Source: an optimization exercise on an open RTL-to-GDS flow (aim: small area, a short achievable clock period and few clock cycles per item). Production flows keep margins and buffers that such runs may drop. The RTL was checked by simulation tests, not by an equivalence proof against the original design. Power and IR drop assume default switching activity.

==> inputs of run D <==
==> flow/design.v <==
module sorted_key_set_insert_remove #(
  parameter int unsigned TABLE_DEPTH = 64,
  parameter int unsigned KEY_WIDTH   = 32
) (
  input  logic                 clk_i,
  input  logic                 rst_ni,
  input  logic                 s_axis_tvalid,
  output logic                 s_axis_tready,
  input  logic [39:0]          s_axis_tdata,
  input  logic [1:0]           s_axis_tuser,
  output logic                 m_axis_tvalid,
  input  logic                 m_axis_tready,
  output logic [47:0]          m_axis_tdata
);
  localparam int unsigned D  = TABLE_DEPTH;
  localparam int unsigned KW = KEY_WIDTH;
  localparam int unsigned CW = $clog2(D + 1);
  localparam int unsigned AW = $clog2(D);
  localparam logic [1:0] OP_ADD    = 2'd0;
  localparam logic [1:0] OP_REMOVE = 2'd1;
  localparam logic [1:0] OP_READ   = 2'd2;
  logic          ph_q;
  logic          rv_q;
  logic [1:0]    rop_q;
  logic [KW-1:0] kp_q;
  logic [7:0]    ridx_q;
  logic          uv_q;
  logic [1:0]    uop_q;
  logic [KW-1:0] ukp_q;
  logic [D-1:0]  ursel_q;
  logic          urok_q;
  logic [D-1:0]  ult_q;
  logic [7:0]    upres_q;
  logic [KW-1:0] tab_q [D];
  logic [D-1:0]  vld_q, vld_d;
  logic [AW-1:0] head_q;
  logic [D-1:0]  head1h_q, head1h_d;
  logic [CW-1:0] cnt_q, cnt_d;
  logic          o0v_q, o1v_q;
  logic [43:0]   o0d_q, o1d_q;
  logic          srdy_q;
  logic uexec, cadv, s_fire;
  assign uexec  = uv_q && !o1v_q;
  assign cadv   = rv_q && (!uv_q || uexec);
  assign s_fire = s_axis_tvalid && srdy_q;
  logic present, full, is_add, is_rem, is_read, ins, rem, rd_ok;
  assign present = |upres_q;
  assign full    = cnt_q[CW-1];
  assign is_add  = (uop_q == OP_ADD);
  assign is_rem  = (uop_q == OP_REMOVE);
  assign is_read = (uop_q == OP_READ);
  assign ins     = uexec && is_add && !present && !full;
  assign rem     = uexec && is_rem && present;
  assign rd_ok   = is_read && urok_q;
  logic [D-1:0] ss, sk, sh;
  for (genvar s = 0; s < D; s++) begin : g_next
    localparam int P = (s + D - 1) % D;
    assign ss[s] = (ins && vld_q[P] && !ult_q[P]) || (rem && ult_q[P]);
    assign sk[s] = ins && !ult_q[s] && (ult_q[P] || head1h_q[s]);
    assign sh[s] = !(ss[s] || sk[s]);
    always_ff @(posedge clk_i) begin
      tab_q[s] <= ~(({KW{ss[s]}} & tab_q[P]) | ({KW{sk[s]}} & ukp_q) | ({KW{sh[s]}} & tab_q[s]));
    end
  end
  logic [D-1:0] tail1h;
  for (genvar s = 0; s < D; s++) begin : g_tail
    assign tail1h[s] = !vld_q[s] && (vld_q[(s + D - 1) % D] || head1h_q[s]);
  end
  assign vld_d = ins ? (vld_q | tail1h) : rem ? (vld_q & ~head1h_q) : vld_q;
  assign cnt_d = ins ? cnt_q + 1'b1 : rem ? cnt_q - 1'b1 : cnt_q;
  logic [AW-1:0] head_d;
  assign head_d   = rem ? head_q + 1'b1 : head_q;
  assign head1h_d = rem ? {head1h_q[D-2:0], head1h_q[D-1]} : head1h_q;
  logic [KW-1:0] rd_key;
  always_comb begin
    rd_key = '0;
    for (int s = 0; s < D; s++) begin
      rd_key = rd_key | ({KW{ursel_q[s]}} & tab_q[s]);
    end
    rd_key = rd_ok ? (rd_key ^ {KW{ph_q}}) : '0;
  end
  logic [43:0] result;
  assign result = {rd_ok, rd_key, 9'(cnt_d), is_add && !present && full, ins || rem};
  function automatic logic [1:0] cmp(input logic [KW-1:0] a, input logic [KW-1:0] k);
    logic [KW-1:0] g, p;
    g = a & ~k;
    p = ~(a ^ k);
    for (int w = 1; w < KW; w = 2 * w) begin
      for (int j = 0; j + w < KW; j = j + 2 * w) begin
        g[j] = g[j+w] | (p[j+w] & g[j]);
        p[j] = p[j+w] & p[j];
      end
    end
    cmp = {g[0], p[0]};
  endfunction
  logic [1:0]   raw [D];
  logic [1:0]   rawk;
  logic [D-1:0] lt_c, eq_c;
  assign rawk = cmp(ukp_q, kp_q);
  for (genvar s = 0; s < D; s++) begin : g_cmp
    localparam int P = (s + D - 1) % D;
    logic [1:0] f;
    assign raw[s]  = cmp(tab_q[s], kp_q);
    assign f       = ss[s] ? raw[P] : sk[s] ? rawk : raw[s];
    assign lt_c[s] = vld_d[s] && (ph_q ? f[1] : !(f[1] || f[0]));
    assign eq_c[s] = vld_d[s] && f[0];
  end
  logic [AW-1:0] rd_slot;
  logic [D-1:0]  rsel0, rsel_c;
  assign rd_slot = head_q + ridx_q[AW-1:0];
  for (genvar s = 0; s < D; s++) begin : g_rsel
    assign rsel0[s] = (rd_slot == AW'(s));
  end
  assign rsel_c = rem ? {rsel0[D-2:0], rsel0[D-1]} : rsel0;
  logic o0_free, rv_d, uv_d, o0v_d, o1v_d;
  assign o0_free = !o0v_q || m_axis_tready;
  assign rv_d    = s_fire || (rv_q && !cadv);
  assign uv_d    = cadv || (uv_q && !uexec);
  assign o0v_d   = o0_free ? (o1v_q || uexec) : 1'b1;
  assign o1v_d   = o0_free ? 1'b0 : (o1v_q || uexec);
  always_ff @(posedge clk_i or negedge rst_ni) begin
    if (!rst_ni) begin
      ph_q   <= 1'b0;
      rv_q   <= 1'b0;
      uv_q   <= 1'b0;
      o0v_q  <= 1'b0;
      o1v_q  <= 1'b0;
      srdy_q <= 1'b0;
      vld_q  <= '0;
      head_q <= '0;
      head1h_q <= D'(1);
      cnt_q  <= '0;
    end else begin
      ph_q   <= !ph_q;
      rv_q   <= rv_d;
      uv_q   <= uv_d;
      o0v_q  <= o0v_d;
      o1v_q  <= o1v_d;
      srdy_q <= (3'(rv_d) + 3'(uv_d) + 3'(o0v_d) + 3'(o1v_d)) <= 3'd3;
      vld_q  <= vld_d;
      cnt_q  <= cnt_d;
      head_q   <= head_d;
      head1h_q <= head1h_d;
    end
  end
  always_ff @(posedge clk_i) begin
    if (s_fire) begin
      rop_q  <= s_axis_tuser;
      ridx_q <= s_axis_tdata[39:32];
      kp_q   <= s_axis_tdata[KW-1:0] ^ {KW{!ph_q}};
    end else begin
      kp_q   <= ~kp_q;
    end
    if (cadv) begin
      uop_q  <= rop_q;
      ursel_q <= rsel_c;
      urok_q  <= ({1'b0, ridx_q} < 9'(cnt_d));
      ukp_q  <= ~kp_q;
      ult_q  <= lt_c;
      for (int g = 0; g < 8; g++) upres_q[g] <= |eq_c[g*(D/8) +: D/8];
    end else begin
      ukp_q  <= ~ukp_q;
    end
    if (o0_free) begin
      o0d_q <= o1v_q ? o1d_q : result;
    end
    if (!o0_free && !o1v_q) begin
      o1d_q <= result;
    end
  end
  assign s_axis_tready = srdy_q;
  assign m_axis_tvalid = o0v_q;
  assign m_axis_tdata  = {4'd0, o0d_q};
endmodule
==> flow/run.sh <==
#!/bin/bash
# synth_recipe.tcl (not shown) runs the flow's synth.tcl, then flattens the netlist and writes it again
# the make line also repeats each setting of config.mk as NAME=value (left out here)
make -C /OpenROAD-flow-scripts/flow DESIGN_CONFIG=/design/flow/config.mk WORK_HOME=/design/flow/orfs CLKGATE_MAP_FILE= SYNTH_SCRIPT=/design/flow/synth_recipe.tcl finish
==> flow/config.mk <==
export PLATFORM = sky130hd
export DESIGN_NAME = sorted_key_set_insert_remove
export DESIGN_NICKNAME = sorted_key_set_insert_remove
export VERILOG_FILES = /design/flow/design.v
export SDC_FILE = /design/flow/constraint.sdc
export NUM_CORES = 4
export LEC_CHECK = 0
export CAP_MARGIN = 20
export CORE_MARGIN = 2
export CORE_UTILIZATION = 30
export PLACE_DENSITY = 0.42
export SETUP_SLACK_MARGIN = 4.4
export SLEW_MARGIN = 20
export SYNTH_MEMORY_MAX_BITS = 16384
==> flow/constraint.sdc <==
create_clock -name core_clock -period 8.0 [get_ports {clk_i}]
set_input_delay 1.6000 -clock core_clock [delete_from_list [all_inputs] [get_ports {clk_i}]]
set_output_delay 1.6000 -clock core_clock [all_outputs]
set_load 0.01 [all_outputs]
==> run M (differences from run D) <==
==> flow/design.v (replaced) <==
module sorted_key_set_insert_remove #(
  parameter int unsigned TABLE_DEPTH = 64,
  parameter int unsigned KEY_WIDTH   = 32
) (
  input  logic                 clk_i,
  input  logic                 rst_ni,
  input  logic                 s_axis_tvalid,
  output logic                 s_axis_tready,
  input  logic [39:0]          s_axis_tdata,
  input  logic [1:0]           s_axis_tuser,
  output logic                 m_axis_tvalid,
  input  logic                 m_axis_tready,
  output logic [47:0]          m_axis_tdata
);
  localparam int unsigned D  = TABLE_DEPTH;
  localparam int unsigned KW = KEY_WIDTH;
  localparam int unsigned CW = $clog2(D + 1);
  localparam int unsigned AW = $clog2(D);
  localparam int unsigned NG = 8;            
  localparam int unsigned OD = 4;            
  localparam int unsigned RW = 44;           
  localparam logic [1:0] OP_ADD    = 2'd0;
  localparam logic [1:0] OP_REMOVE = 2'd1;
  localparam logic [1:0] OP_READ   = 2'd2;
  logic          ph_q;
  logic          rv_q;
  logic [1:0]    rop_q;
  logic [KW-1:0] kp_q;
  logic [7:0]    ridx_q;
  logic          uv_q;
  logic [1:0]    uop_q;
  logic [KW-1:0] ukp_q;
  logic [7:0]    uidx_q;
  logic [D-1:0]  ult_q;
  logic [NG-1:0] upres_q;
  logic          ultk_q, ueqk_q;
  logic [D-1:0]  ursel_q;
  logic [D-1:0]  pss_q, psk_q;
  logic          pins_q, prem_q;
  logic [KW-1:0] tab_q [D];
  logic [D-1:0]  vld_q, vld_d;
  logic [AW-1:0] head_q, head_d;
  logic [D-1:0]  head1h_q, head1h_d;
  logic [CW-1:0] cnt_q, cnt_d;
  logic [RW-1:0] ob_q [OD];
  logic [OD-1:0] obv_q;
  logic          srdy_q;
  logic s_fire;
  assign s_fire = s_axis_tvalid && srdy_q;
  function automatic logic [1:0] cmp(input logic [KW-1:0] a, input logic [KW-1:0] k);
    logic [KW-1:0] g, p;
    g = a & ~k;
    p = ~(a ^ k);
    for (int w = 1; w < KW; w = 2 * w) begin
      for (int j = 0; j + w < KW; j = j + 2 * w) begin
        g[j] = g[j+w] | (p[j+w] & g[j]);
        p[j] = p[j+w] & p[j];
      end
    end
    cmp = {g[0], p[0]};
  endfunction
  function automatic logic less(input logic [1:0] c, input logic ph);
    less = ph ? c[1] : !(c[1] || c[0]);
  endfunction
  logic [D-1:0] lt_c, eq_c;
  for (genvar s = 0; s < D; s++) begin : g_cmp
    logic [1:0] c;
    assign c       = cmp(tab_q[s], kp_q);
    assign lt_c[s] = vld_q[s] && less(c, ph_q);
    assign eq_c[s] = vld_q[s] && c[0];
  end
  logic [1:0] ck;
  assign ck = cmp(ukp_q, kp_q);
  logic [D-1:0] lt;
  for (genvar s = 0; s < D; s++) begin : g_lt
    localparam int P = (s + D - 1) % D;
    assign lt[s] = vld_q[s] && (pss_q[s] ? ult_q[P] : psk_q[s] ? ultk_q : ult_q[s]);
  end
  logic present, full, is_add, is_rem, is_read, ins, rem, rd_ok;
  assign present = (pins_q && ueqk_q) || ((|upres_q) && !(prem_q && ueqk_q));
  assign full    = cnt_q[CW-1];
  assign is_add  = (uop_q == OP_ADD);
  assign is_rem  = (uop_q == OP_REMOVE);
  assign is_read = (uop_q == OP_READ);
  assign ins     = uv_q && is_add && !present && !full;
  assign rem     = uv_q && is_rem && present;
  assign rd_ok   = is_read && ({1'b0, uidx_q} < 9'(cnt_q));
  logic [D-1:0] ss, sk, sh;
  for (genvar s = 0; s < D; s++) begin : g_next
    localparam int P = (s + D - 1) % D;
    assign ss[s] = (ins && vld_q[P] && !lt[P]) || (rem && lt[P]);
    assign sk[s] = ins && !lt[s] && (lt[P] || head1h_q[s]);
    assign sh[s] = !(ss[s] || sk[s]);
    always_ff @(posedge clk_i) begin
      tab_q[s] <= ~(({KW{ss[s]}} & tab_q[P]) | ({KW{sk[s]}} & ukp_q) | ({KW{sh[s]}} & tab_q[s]));
    end
  end
  logic [D-1:0] tail1h;
  for (genvar s = 0; s < D; s++) begin : g_tail
    assign tail1h[s] = !vld_q[s] && (vld_q[(s + D - 1) % D] || head1h_q[s]);
  end
  assign vld_d    = ins ? (vld_q | tail1h) : rem ? (vld_q & ~head1h_q) : vld_q;
  assign cnt_d    = ins ? cnt_q + 1'b1 : rem ? cnt_q - 1'b1 : cnt_q;
  assign head_d   = rem ? head_q + 1'b1 : head_q;
  assign head1h_d = rem ? {head1h_q[D-2:0], head1h_q[D-1]} : head1h_q;
  logic [AW-1:0] rd_slot;
  logic [D-1:0]  rsel0, rsel_c;
  assign rd_slot = head_q + ridx_q[AW-1:0];
  for (genvar s = 0; s < D; s++) begin : g_rsel
    assign rsel0[s] = (rd_slot == AW'(s));
  end
  assign rsel_c = rem ? {rsel0[D-2:0], rsel0[D-1]} : rsel0;
  logic [KW-1:0] rd_key;
  always_comb begin
    rd_key = '0;
    for (int s = 0; s < D; s++) begin
      rd_key = rd_key | ({KW{ursel_q[s]}} & tab_q[s]);
    end
    rd_key = rd_ok ? (rd_key ^ {KW{ph_q}}) : '0;
  end
  logic [RW-1:0] result;
  assign result = {rd_ok, rd_key, 9'(cnt_d), is_add && !present && full, ins || rem};
  logic          pop;
  logic [OD-1:0] obv_p, obv_d;
  assign pop   = obv_q[0] && m_axis_tready;
  assign obv_p = pop ? (obv_q >> 1) : obv_q;
  assign obv_d = uv_q ? {obv_p[OD-2:0], 1'b1} : obv_p;
  logic [RW-1:0] ob_d [OD];
  for (genvar i = 0; i < OD; i++) begin : g_ob
    logic [RW-1:0] kept;
    logic          wr;
    if (i == OD - 1) begin : g_last
      assign kept = ob_q[i];
    end else begin : g_mid
      assign kept = pop ? ob_q[i+1] : ob_q[i];
    end
    if (i == 0) begin : g_first
      assign wr = uv_q && !obv_p[0];
    end else begin : g_rest
      assign wr = uv_q && !obv_p[i] && obv_p[i-1];
    end
    assign ob_d[i] = wr ? result : kept;
  end
  logic [2:0] inflight;
  assign inflight = 3'(s_fire) + 3'(rv_q) + 3'(obv_d[0]) + 3'(obv_d[1]) + 3'(obv_d[2]) +
                    3'(obv_d[3]);
  always_ff @(posedge clk_i or negedge rst_ni) begin
    if (!rst_ni) begin
      ph_q     <= 1'b0;
      rv_q     <= 1'b0;
      uv_q     <= 1'b0;
      pins_q   <= 1'b0;
      prem_q   <= 1'b0;
      obv_q    <= '0;
      srdy_q   <= 1'b0;
      vld_q    <= '0;
      head_q   <= '0;
      head1h_q <= D'(1);
      cnt_q    <= '0;
    end else begin
      ph_q     <= !ph_q;
      rv_q     <= s_fire;
      uv_q     <= rv_q;
      pins_q   <= ins;
      prem_q   <= rem;
      obv_q    <= obv_d;
      srdy_q   <= inflight <= 3'd3;
      vld_q    <= vld_d;
      head_q   <= head_d;
      head1h_q <= head1h_d;
      cnt_q    <= cnt_d;
    end
  end
  always_ff @(posedge clk_i) begin
    rop_q   <= s_axis_tuser;
    ridx_q  <= s_axis_tdata[39:32];
    kp_q    <= s_axis_tdata[KW-1:0] ^ {KW{!ph_q}};
    uop_q   <= rop_q;
    uidx_q  <= ridx_q;
    ukp_q   <= ~kp_q;
    ult_q   <= lt_c;
    for (int g = 0; g < NG; g++) upres_q[g] <= |eq_c[g*(D/NG) +: D/NG];
    ultk_q  <= less(ck, ph_q);
    ueqk_q  <= ck[0];
    ursel_q <= rsel_c;
    pss_q   <= ss;
    psk_q   <= sk;
    for (int i = 0; i < OD; i++) ob_q[i] <= ob_d[i];
  end
  assign s_axis_tready = srdy_q;
  assign m_axis_tvalid = obv_q[0];
  assign m_axis_tdata  = {4'd0, ob_q[0]};
endmodule
Settings changed: SETUP_SLACK_MARGIN 4.4 to 4.6.
==> comparison <==
Between run D and run M, the lower die area is in run D (gap 3.6%, measured against run M). Of run M and run D, run D has the higher worst hold slack (gap 0.098 ns). Between run M and run D, the lower routed wire length is in run D (gap 2.9%, measured against run D). Run D completed, yet does not pass: max-capacitance violations, max-slew violations. Run M finished but fails on max-slew violations. Of run D and run M, run D has the higher global-route usage (gap 0.40 points). Register-to-register slack: run M is higher than run D (0.31 ns). In clock power, run M and run D hardly differ. In run M the sequential share of layout area is higher than in run D, by 2.0 points. Final area: run D is smaller than run M (about 0.36%). Via count: run M is larger than run D (1.4%).
==> figures <==
quantity                                                            run M                                            run D
Pin slew with the least headroom to its limit                     1.54 ns                                          1.73 ns
Crit. Startpoint                                              ursel_q[26]                                       ursel_q[6]
Core Area                                                      521000 µm²                                       502000 µm²
Outcome                                        complete, but fails checks                       complete, but fails checks
Reasons for failing layout checks                     max-slew violations  max-capacitance violations, max-slew violations
Relative max-transition margin                                     -2.54%                                           -15.3%
Leakage power total                                             0.0791 µW                                        0.0798 µW
Power Combinational                                               5230 µW                                         52100 µW
Slowest cell on crit path                       sky130_fd_sc_hd__a221oi_4                          sky130_fd_sc_hd__nor4_4
Routed wire length                                                1490 mm                                          1450 mm
Multi-input combinational cell count                                12416                                            12380
Global-route wire length before repair                            1810 mm                                          1760 mm
Number of clock sinks seen by CTS                                    2717                                             2492
Total of max-cap violations                                             0                                                1
PD cells                                                       191 nW/µm²                                       581 nW/µm²
Async S/R FF share, synth                                           5.56%                                            5.90%
Number of placed instances with taps included                       23027                                            22528
Unique cell type count in the Yosys netlist                            76                                               81
Antenna violations before repair                                      331                                              348
Delay of the slowest cell on the worst path                       1.21 ns                                          1.18 ns
Testbench counts of run D, summed over its fixed seeds: cycles 9,624, ops 9,600.
Testbench counts of run M, summed over its fixed seeds: cycles 9,624, ops 9,600.

==> port drivers added, routing unchanged <==
The results above use ideal ports. As a check the final layouts listed here were re-extracted and re-timed, cells and wires unchanged.
Step 1 assumes that a clkbuf_16 drives the clock port and a buf_2 every other input.
Step 2 moves the port delays by t, midway between the first and last clock arrival at a register: inputs arrive t later, outputs are due t later. That takes back most of the time a late clock gives input paths.
a / b / c = ideal / step 1 / step 2; a / b = the first two.
| run | t (ns) | slack for setup (ns) | clock arrival spread, ns | pins driven straight from the clock port |
|---|---|---|---|---|
| run D | 1.184 | 3.747 / 3.747 / 3.747 | 0.075 / 0.076 | 1 |
| run M | 1.200 | 4.055 / 4.055 / 3.939 | 0.092 / 0.093 | 1 |
For run M, which loses most, drivers alone change the setup slack by 0.000 ns; drivers and shift together by -0.116 ns.
